Source: an optimization exercise on an open RTL-to-GDS flow (aim: small area and a short achievable clock period). Production flows keep margins and buffers that such runs may drop. In this exercise RTL edits were held to simulation tests only and were not proved equivalent to the original. Power is estimated from default activity; no workload was simulated.

==> job 8221: inputs <==
// streaming_heap
module streaming_heap (
	input  logic            clk,
	input  logic            rst,
	input  logic            fs,
	input  logic            rec_en,
	input  heap_pkg::data_t data_in,
	output heap_pkg::data_t data_out,
	output logic            out_valid,
	output logic            ready
);
Settings: LEC_CHECK=0, ABC_AREA=1, CAP_MARGIN=20, CORE_MARGIN=2, CORE_UTILIZATION=60, CTS_CLUSTER_DIAMETER=85, CTS_CLUSTER_SIZE=25, SETUP_SLACK_MARGIN=3.2, SLEW_MARGIN=20; clock period 6.0 ns.
run.sh (not shown) runs the stock make flow with config.mk's settings and CLKGATE_MAP_FILE= SYNTH_SCRIPT=/design/flow/synth_recipe.tcl, a recipe that flattens the netlist after the stock synthesis.
==> job 5095 (differences from job 8221) <==
--- a/flow/design.v
+++ b/flow/design.v
@@ -114,14 +114,15 @@
 	begin
 		pol1 <= pol;
 		pol2 <= pol1;
 		pol3 <= pol2;
 	end
 	logic [7:0]           sv;      
 	logic [7:0][6:0]      sp;      
+	logic [7:0][31:0]     rsel;    
 	logic [7:0][DW-1:0]   ss;      
 	logic [7:0][DW-1:0]   sc0;     
 	logic [7:0][DW-1:0]   sc1;     
 	logic [7:0][1:0]      hc10;
 	logic [7:0][1:0]      hc0s;
 	logic [7:0][1:0]      hc1s;
 	logic [7:0]           wbv;
@@ -193,14 +194,15 @@
 		if (rst)
 			sv[1] <= 1'b0;
 		else
 			sv[1] <= r_vb;
 		if (r_vb)
 		begin
 			sp[1] <= 7'(r_grq);
+			rsel[1] <= {30'd0, r_grq, ~r_grq};
 			ss[1] <= din_q;
 		end
 		sc0[1] <= l2c0;
 		sc1[1] <= l2c1;
 		hc10[1] <= cmp8(l2c1[15:8], l2c0[15:8]);
 		hc0s[1] <= cmp8(l2c0[15:8], din_q[15:8]);
 		hc1s[1] <= cmp8(l2c1[15:8], din_q[15:8]);
@@ -281,88 +283,140 @@
 			logic [BW-1:0]   gh1;
 			logic [BW-1:0]   lo0;
 			logic [BW-1:0]   lo1;
 			logic [DW-1:0]   m0;
 			logic [DW-1:0]   m1;
 			logic [DW-1:0]   n0;
 			logic [DW-1:0]   n1;
-			logic [6:0]      a0;
-			logic [6:0]      a1;
 			always_comb
 			begin
 				tap = '0;
 				for (int i = 0; i < N; i++)
-					if (sp[k][k-1:0] == (k)'(i))
+					if (rsel[k][i])
 						tap = tap | ytap[OFS + 4*i*BW +: 4*BW];
 			end
-			logic [BW-1:0] s0;
-			logic [BW-1:0] s1;
-			assign s0 = ((ph ? grq : gr) ? tap[2*BW +: BW] : tap[0 +: BW]) ^ {{4{pol1}}, {4{pol3}}};
-			assign s1 = ((ph ? grq : gr) ? tap[3*BW +: BW] : tap[BW +: BW]) ^ {{4{pol1}}, {4{pol3}}};
+			logic [4*BW-1:0] tp;
+			logic [4*BW-1:0] g4;
+			logic [BW-1:0]   s0;
+			logic [BW-1:0]   s1;
+			assign tp = tap ^ {4{{4{pol1}}, {4{pol3}}}};
 			always_ff @(posedge clk)
 			begin
-				gh0 <= sw ? s0 : {s0[3:0], s0[7:4]};
-				gh1 <= sw ? s1 : {s1[3:0], s1[7:4]};
+				for (int j = 0; j < 4; j++)
+					g4[j*BW +: BW] <= sw ? tp[j*BW +: BW] : {tp[j*BW +: 4], tp[j*BW+4 +: 4]};
 			end
+			assign gh0 = grq ? g4[2*BW +: BW] : g4[0 +: BW];
+			assign gh1 = grq ? g4[3*BW +: BW] : g4[BW +: BW];
+			assign s0 = grq ? tp[2*BW +: BW] : tp[0 +: BW];
+			assign s1 = grq ? tp[3*BW +: BW] : tp[BW +: BW];
 			assign lo0 = sw ? {s0[3:0], s0[7:4]} : s0;
 			assign lo1 = sw ? {s1[3:0], s1[7:4]} : s1;
 			assign m0 = {gh0, lo0};
 			assign m1 = {gh1, lo1};
-			assign a0 = 7'({sp[k][k-1:0], grq, 1'b0});
-			assign a1 = 7'({sp[k][k-1:0], grq, 1'b1});
-			assign n0 = (wbv[GL] && wba[GL] == a0) ? wbd[GL] : m0;
-			assign n1 = (wbv[GL] && wba[GL] == a1) ? wbd[GL] : m1;
+			logic       fv;
+			logic [6:0] fa;
+			logic [3:0] hit;
+			if (GL == 7) begin : g_f7
+				assign fv = wbv[7];
+				assign fa = wba[7];
+			end
+			else begin : g_fn
+				assign fv = wbv[GL] | sv[GL];
+				assign fa = sv[GL] ? sp[GL] : wba[GL];
+			end
+			always_ff @(posedge clk)
+			begin
+				for (int j = 0; j < 4; j++)
+					hit[j] <= fv && fa[GL-1:0] == (GL)'({sp[k][k-1:0], 2'(j)});
+			end
+			assign n0 = (grq ? hit[2] : hit[0]) ? wbd[GL] : m0;
+			assign n1 = (grq ? hit[3] : hit[1]) ? wbd[GL] : m1;
 			always_ff @(posedge clk)
 			begin
 				if (rst)
 					sv[k+1] <= 1'b0;
 				else
 					sv[k+1] <= vb;
 				sc0[k+1] <= n0;
 				sc1[k+1] <= n1;
 				hc10[k+1] <= cmp8(n1[15:8], n0[15:8]);
 				hc0s[k+1] <= cmp8(n0[15:8], ss[k][15:8]);
 				hc1s[k+1] <= cmp8(n1[15:8], ss[k][15:8]);
 				if (vb)
 				begin
 					sp[k+1] <= 7'({sp[k][k-1:0], grq});
+					for (int i = 0; i < N && k < 5; i++)
+					begin
+						rsel[k+1][2*i] <= rsel[k][i] & ~grq;
+						rsel[k+1][2*i+1] <= rsel[k][i] & grq;
+					end
 					ss[k+1] <= ss[k];
 				end
 			end
 		end
 	end
 	for (genvar k = 3; k <= 7; k++)
 	begin : g_mem
 		localparam int N = 1 << k;
 		localparam int OFS = (N - 8) * BW;
-		logic [3:0]     wnib;
-		logic [3:0]     wn;
-		logic [N*4-1:0] w0;
-		logic [N*4-1:0] w1;
-		logic [N*4-1:0] w2;
-		logic [N*4-1:0] w3;
+		localparam int LB = k / 2;
+		localparam int HB = k - LB;
+		logic [3:0]      wnib;
+		logic [3:0]      wn;
+		logic [N*4-1:0]  w0;
+		logic [N*4-1:0]  w1;
+		logic [N*4-1:0]  w2;
+		logic [N*4-1:0]  w3;
+		logic            ec;
+		logic            ev;
+		logic [6:0]      ea;
+		logic [DW-1:0]   ed;
+		logic [1:0]      eph;
+		logic            epol;
+		logic [(1<<HB)-1:0] weh;
+		logic [(1<<LB)-1:0] wel;
+		if (k == 7) begin : g_e7
+			assign ec = clr;
+			assign ev = wbv[7];
+			assign ea = wba[7];
+			assign ed = wbd[7];
+		end
+		else begin : g_en
+			assign ec = clr_n;
+			assign ev = wbv[k] | sv[k];
+			assign ea = sv[k] ? sp[k] : wba[k];
+			assign ed = wbn[k];
+		end
+		assign eph = cnt_n[1:0];
+		assign epol = cnt_n[2];
 		always_comb
 		begin
-			case (cnt_n[1:0])
-				2'd0: wn = wbn[k][7:4];
-				2'd1: wn = wbn[k][15:12];
-				2'd2: wn = wbn[k][3:0];
-				default: wn = wbn[k][11:8];
+			case (eph)
+				2'd0: wn = ed[7:4];
+				2'd1: wn = ed[15:12];
+				2'd2: wn = ed[3:0];
+				default: wn = ed[11:8];
 			endcase
-			if (clr_n)
+			if (ec)
 				wn = '0;
-			wn = wn ^ {4{cnt_n[2]}};
+			wn = wn ^ {4{epol}};
 		end
 		always_ff @(posedge clk)
+		begin
 			wnib <= wn;
+			for (int j = 0; j < (1 << HB); j++)
+				weh[j] <= ec || (ev && ea[k-1:LB] == (HB)'(j));
+			for (int j = 0; j < (1 << LB); j++)
+				wel[j] <= ec || ea[LB-1:0] == (LB)'(j);
+		end
 		always_ff @(posedge clk)
 		begin
 			for (int i = 0; i < N; i++)
 			begin
-				if (clr || (wbv[k] && wba[k][k-1:0] == (k)'(i)))
+				if (weh[i >> LB] && wel[i & ((1 << LB) - 1)])
 					w0[i*4 +: 4] <= wnib;
 				else
 					w0[i*4 +: 4] <= ~w3[i*4 +: 4];
 			end
 			w1 <= w0;
 			w2 <= w1;
 			w3 <= w2;
==> flow/config.mk (replaced) <==
export PLATFORM = sky130hd
export DESIGN_NAME = streaming_heap
export DESIGN_NICKNAME = streaming_heap
export VERILOG_FILES = /design/flow/design.v
export SDC_FILE = /design/flow/constraint.sdc
export NUM_CORES = 4
export LEC_CHECK = 0
export ABC_AREA = 1
export CAP_MARGIN = 20
export CORE_MARGIN = 2
export CORE_UTILIZATION = 58
export CTS_CLUSTER_DIAMETER = 88
export CTS_CLUSTER_SIZE = 26
export SETUP_SLACK_MARGIN = 3.1
export SLEW_MARGIN = 20
==> job 4233 (differences from job 8221) <==
==> flow/design.v (replaced) <==
package heap_pkg;
	localparam int DATA_W = 16;
	typedef logic [DATA_W-1:0] data_t;
endpackage
`timescale 1ns/1ps
module streaming_heap (
	input  logic            clk,
	input  logic            rst,
	input  logic            fs,
	input  logic            rec_en,
	input  heap_pkg::data_t data_in,
	output heap_pkg::data_t data_out,
	output logic            out_valid,
	output logic            ready
);
	localparam int DW = heap_pkg::DATA_W;
	localparam int BW = DW / 2;
	function automatic lt;
		input [DW-1:0] a;
		input [DW-1:0] b;
		reg [DW-1:0] l;
		reg [DW-1:0] g;
		reg t;
		integer i;
		integer w;
		begin
			l = ~a & b;
			g = ~a | b;
			for (w = 1; w < DW; w = w * 2)
				for (i = 0; i < DW; i = i + 2 * w)
				begin
					t = l[i+2*w-1];
					l[i+2*w-1] = t | (g[i+2*w-1] & l[i+w-1]);
					g[i+2*w-1] = t | (g[i+2*w-1] & g[i+w-1]);
				end
			lt = l[DW-1];
		end
	endfunction
	logic          fs_s;
	logic          fs_d;
	logic [DW-1:0] din_q;
	logic          rec_q;
	logic          clr;
	logic [5:0]    ccnt;
	logic          accept;
	logic          ph;
	logic          pol;
	always_ff @(posedge clk)
	begin
		din_q <= data_in;
		rec_q <= rec_en;
		if (rst)
		begin
			fs_s <= 1'b0;
			fs_d <= 1'b0;
			ph <= 1'b0;
			pol <= 1'b0;
		end
		else
		begin
			fs_s <= fs;
			fs_d <= fs_s;
			ph <= ~ph;
			pol <= pol ^ ph;
		end
	end
	always_ff @(posedge clk)
	begin
		if (rst)
		begin
			clr <= 1'b1;
			ccnt <= '0;
			ready <= 1'b0;
		end
		else if (clr)
		begin
			ccnt <= ccnt + 1'b1;
			if (&ccnt)
			begin
				clr <= 1'b0;
				ready <= 1'b1;
			end
		end
	end
	assign accept = fs_s & ~fs_d & ready;
	logic [7:0]           sv;      
	logic [7:0][6:0]      sp;      
	logic [7:0][DW-1:0]   ss;      
	logic [7:0][DW-1:0]   sc0;     
	logic [7:0][DW-1:0]   sc1;     
	logic [7:0]           wbv;
	logic [7:0][6:0]      wba;
	logic [7:0][DW-1:0]   wbd;
	logic [248*BW-1:0]    ytap;
	logic [DW-1:0]   root;
	logic [2*DW-1:0] h1;
	logic [4*DW-1:0] h2;
	logic          in_less;
	logic          ins_pend;
	logic          go0;
	logic          r_gr;
	logic          r_wins;
	logic [DW-1:0] r_min;
	logic          r_vb;
	logic          r_grq;
	assign in_less = lt(din_q, root);
	assign go0 = ins_pend & ~ph;
	always_ff @(posedge clk)
	begin
		if (rst)
		begin
			out_valid <= 1'b0;
			ins_pend <= 1'b0;
		end
		else
		begin
			out_valid <= accept;
			if (accept)
				ins_pend <= rec_q & ~in_less;
			else if (go0)
				ins_pend <= 1'b0;
		end
		data_out <= in_less ? din_q : root;
	end
	assign r_gr = lt(h1[DW +: DW], h1[0 +: DW]);
	assign r_min = r_gr ? h1[DW +: DW] : h1[0 +: DW];
	assign r_wins = r_gr ? lt(h1[DW +: DW], din_q) : lt(h1[0 +: DW], din_q);
	always_ff @(posedge clk)
	begin
		if (clr)
			root <= '0;
		else if (go0)
			root <= r_wins ? r_min : din_q;
	end
	always_ff @(posedge clk)
	begin
		if (rst)
			r_vb <= 1'b0;
		else
			r_vb <= go0 & r_wins;
		r_grq <= r_gr;
	end
	always_ff @(posedge clk)
	begin
		if (rst)
			sv[1] <= 1'b0;
		else
			sv[1] <= r_vb;
		if (r_vb)
		begin
			sp[1] <= 7'(r_grq);
			ss[1] <= din_q;
			sc0[1] <= r_grq ? h2[2*DW +: DW] : h2[0 +: DW];
			sc1[1] <= r_grq ? h2[3*DW +: DW] : h2[DW +: DW];
		end
	end
	for (genvar k = 1; k <= 6; k++)
	begin : g_st
		logic          gr;
		logic          wins;
		logic [DW-1:0] nv;
		logic          grq;
		logic          vb;
		assign gr = lt(sc1[k], sc0[k]);
		assign wins = gr ? lt(sc1[k], ss[k]) : lt(sc0[k], ss[k]);
		assign nv = wins ? (gr ? sc1[k] : sc0[k]) : ss[k];
		always_ff @(posedge clk)
		begin
			if (rst)
				vb <= 1'b0;
			else
				vb <= sv[k] & wins;
			grq <= gr;
		end
		if (k == 1) begin : g_w1
			always_ff @(posedge clk)
			begin
				for (int i = 0; i < 2; i++)
					if (clr || (sv[1] && sp[1][0] == 1'(i)))
						h1[i*DW +: DW] <= clr ? '0 : nv;
			end
		end
		else if (k == 2) begin : g_w2
			always_ff @(posedge clk)
			begin
				for (int i = 0; i < 4; i++)
					if (clr || (sv[2] && sp[2][1:0] == 2'(i)))
						h2[i*DW +: DW] <= clr ? '0 : nv;
			end
		end
		else begin : g_wb
			always_ff @(posedge clk)
			begin
				if (rst)
					wbv[k] <= 1'b0;
				else if (sv[k])
					wbv[k] <= 1'b1;
				if (sv[k])
				begin
					wba[k] <= sp[k];
					wbd[k] <= nv;
				end
			end
		end
		if (k == 6) begin : g_leaf
			always_ff @(posedge clk)
			begin
				if (rst)
					wbv[7] <= 1'b0;
				else if (sv[6] & wins)
					wbv[7] <= 1'b1;
				if (sv[6] & wins)
				begin
					wba[7] <= 7'({sp[6][5:0], gr});
					wbd[7] <= ss[6];
				end
			end
		end
		else begin : g_gc
			localparam int N = 1 << k;
			localparam int GL = k + 2;
			localparam int OFS = ((1 << GL) - 8) * BW;
			logic [4*BW-1:0] tap;
			logic [BW-1:0]   gh0;
			logic [BW-1:0]   gh1;
			logic [BW-1:0]   lo0;
			logic [BW-1:0]   lo1;
			logic [DW-1:0]   n0;
			logic [DW-1:0]   n1;
			logic [6:0]      a0;
			logic [6:0]      a1;
			always_comb
			begin
				tap = '0;
				for (int i = 0; i < N; i++)
					if (sp[k][k-1:0] == (k)'(i))
						tap = tap | ytap[OFS + 4*i*BW +: 4*BW];
			end
			always_ff @(posedge clk)
			begin
				gh0 <= (gr ? tap[2*BW +: BW] : tap[0 +: BW]) ^ {BW{pol}};
				gh1 <= (gr ? tap[3*BW +: BW] : tap[BW +: BW]) ^ {BW{pol}};
			end
			assign lo0 = (grq ? tap[2*BW +: BW] : tap[0 +: BW]) ^ {BW{pol}};
			assign lo1 = (grq ? tap[3*BW +: BW] : tap[BW +: BW]) ^ {BW{pol}};
			assign a0 = 7'({sp[k][k-1:0], grq, 1'b0});
			assign a1 = 7'({sp[k][k-1:0], grq, 1'b1});
			assign n0 = (wbv[GL] && wba[GL] == a0) ? wbd[GL] : {gh0, lo0};
			assign n1 = (wbv[GL] && wba[GL] == a1) ? wbd[GL] : {gh1, lo1};
			always_ff @(posedge clk)
			begin
				if (rst)
					sv[k+1] <= 1'b0;
				else
					sv[k+1] <= vb;
				sc0[k+1] <= n0;
				sc1[k+1] <= n1;
				if (vb)
				begin
					sp[k+1] <= 7'({sp[k][k-1:0], grq});
					ss[k+1] <= ss[k];
				end
			end
		end
	end
	for (genvar k = 3; k <= 7; k++)
	begin : g_mem
		localparam int N = 1 << k;
		localparam int OFS = (N - 8) * BW;
		logic [BW-1:0] wbyte;
		logic [N*BW-1:0] x;
		logic [N*BW-1:0] y;
		assign wbyte = (clr ? '0 : (ph ? wbd[k][0 +: BW] : wbd[k][BW +: BW])) ^ {BW{~pol}};
		always_ff @(posedge clk)
		begin
			for (int i = 0; i < N; i++)
			begin
				if (clr || (wbv[k] && wba[k][k-1:0] == (k)'(i)))
					x[i*BW +: BW] <= wbyte;
				else
					x[i*BW +: BW] <= ~y[i*BW +: BW];
			end
			y <= x;
		end
		assign ytap[OFS +: N*BW] = y;
	end
endmodule
==> flow/config.mk (replaced) <==
export PLATFORM = sky130hd
export DESIGN_NAME = streaming_heap
export DESIGN_NICKNAME = streaming_heap
export VERILOG_FILES = /design/flow/design.v
export SDC_FILE = /design/flow/constraint.sdc
export NUM_CORES = 4
export LEC_CHECK = 0
export CAP_MARGIN = 20
export CORE_MARGIN = 2
export CORE_UTILIZATION = 55
export SETUP_SLACK_MARGIN = 3.0
export SLEW_MARGIN = 20
==> comparison <==
- Job 5095 ran to the end with no violations. Job 8221 ran to the end with no violations. Job 4233 finished with timing, DRC and antenna clean.
- Of job 8221 and job 4233, job 8221 has the higher flip-flop and latch count (gap 63).
- Combinational power, highest first: job 4233, job 5095, job 8221.
- Between job 5095 and job 8221, the lower non-clock buffer count is in job 5095 (gap 309).
- Of job 4233 and job 8221, job 8221 has the higher via count (gap 7.9%, measured against job 8221).
- The highest synthesized cell count belongs to job 5095, the lowest to job 4233.
- Global-route usage, highest first: job 8221, job 4233, job 5095.
==> figures <==
item                                                               job 8221                 job 5095                 job 4233
Initial antenna violation count                                          20                       12                       17
Hold path endpoint                                         g_mem[7].w2[493]          g_mem[6].w3[16]          g_mem[7].y[467]
Count of flip-flops and latches                                        4707                     4934                     4644
Run status                                          complete, no violations  complete, no violations  complete, no violations
Vias after detailed routing                                          101663                    99292                    93634
Fraction of the mapped netlist area in adder cells                  0.0179%                  0.0171%                    1.05%
Worst Setup EP                                                      sc1[98]                  sc1[99]          g_mem[7].x[464]
GR Layer Usage met1                                                   49.4%                    45.3%                    45.2%
Clock sink count                                                       4707                     4934                     4644
Global-route wire length before repair                               632 mm                   618 mm                   649 mm
Number of synthesized register bits                                    4707                     4934                     4644
Worst setup startpoint                                   g_st[5].g_gc.a0[4]                rsel[186]                   wbv[7]
Critical Path RT                                                    6.75 ns                  6.82 ns                  6.81 ns
Cell area after placement                                       0.143 sq mm              0.150 sq mm              0.153 sq mm

## re-timing with driven ports
How much do the figures lean on ideal ports? The routed layouts below were timed once more, with nothing changed but the port constraints. Step 1 sets driving cells, clkbuf_16 on the clock port and buf_2 on the other inputs (assumed; they add their load-dependent delay and slew). Step 2, shift: input delay + t, output delay - t, t = (earliest + latest rising clock arrival at the registers) / 2. This alone moves slack from input paths to output paths. Three values: ideal, step 1, step 2; two values: the first two.
run | shift t [ns] | setup slack, ns | worst hold slack (ns) | worst setup path at the end
job 8221 | 0.986 | 2.914 / 2.914 / 2.608 | 0.306 / 0.306 / 0.306 | input to register
job 5095 | 0.993 | 3.134 / 3.111 / 2.500 | 0.303 / 0.303 / 0.303 | input to register
job 4233 | 1.059 | 2.887 / 2.887 / 2.887 | 0.289 / 0.289 / 0.289 | register to register
After both steps every run listed still meets setup and hold. The setup slack of job 5095, which loses most, moves by -0.023 ns with the drivers and by -0.634 ns with both steps.
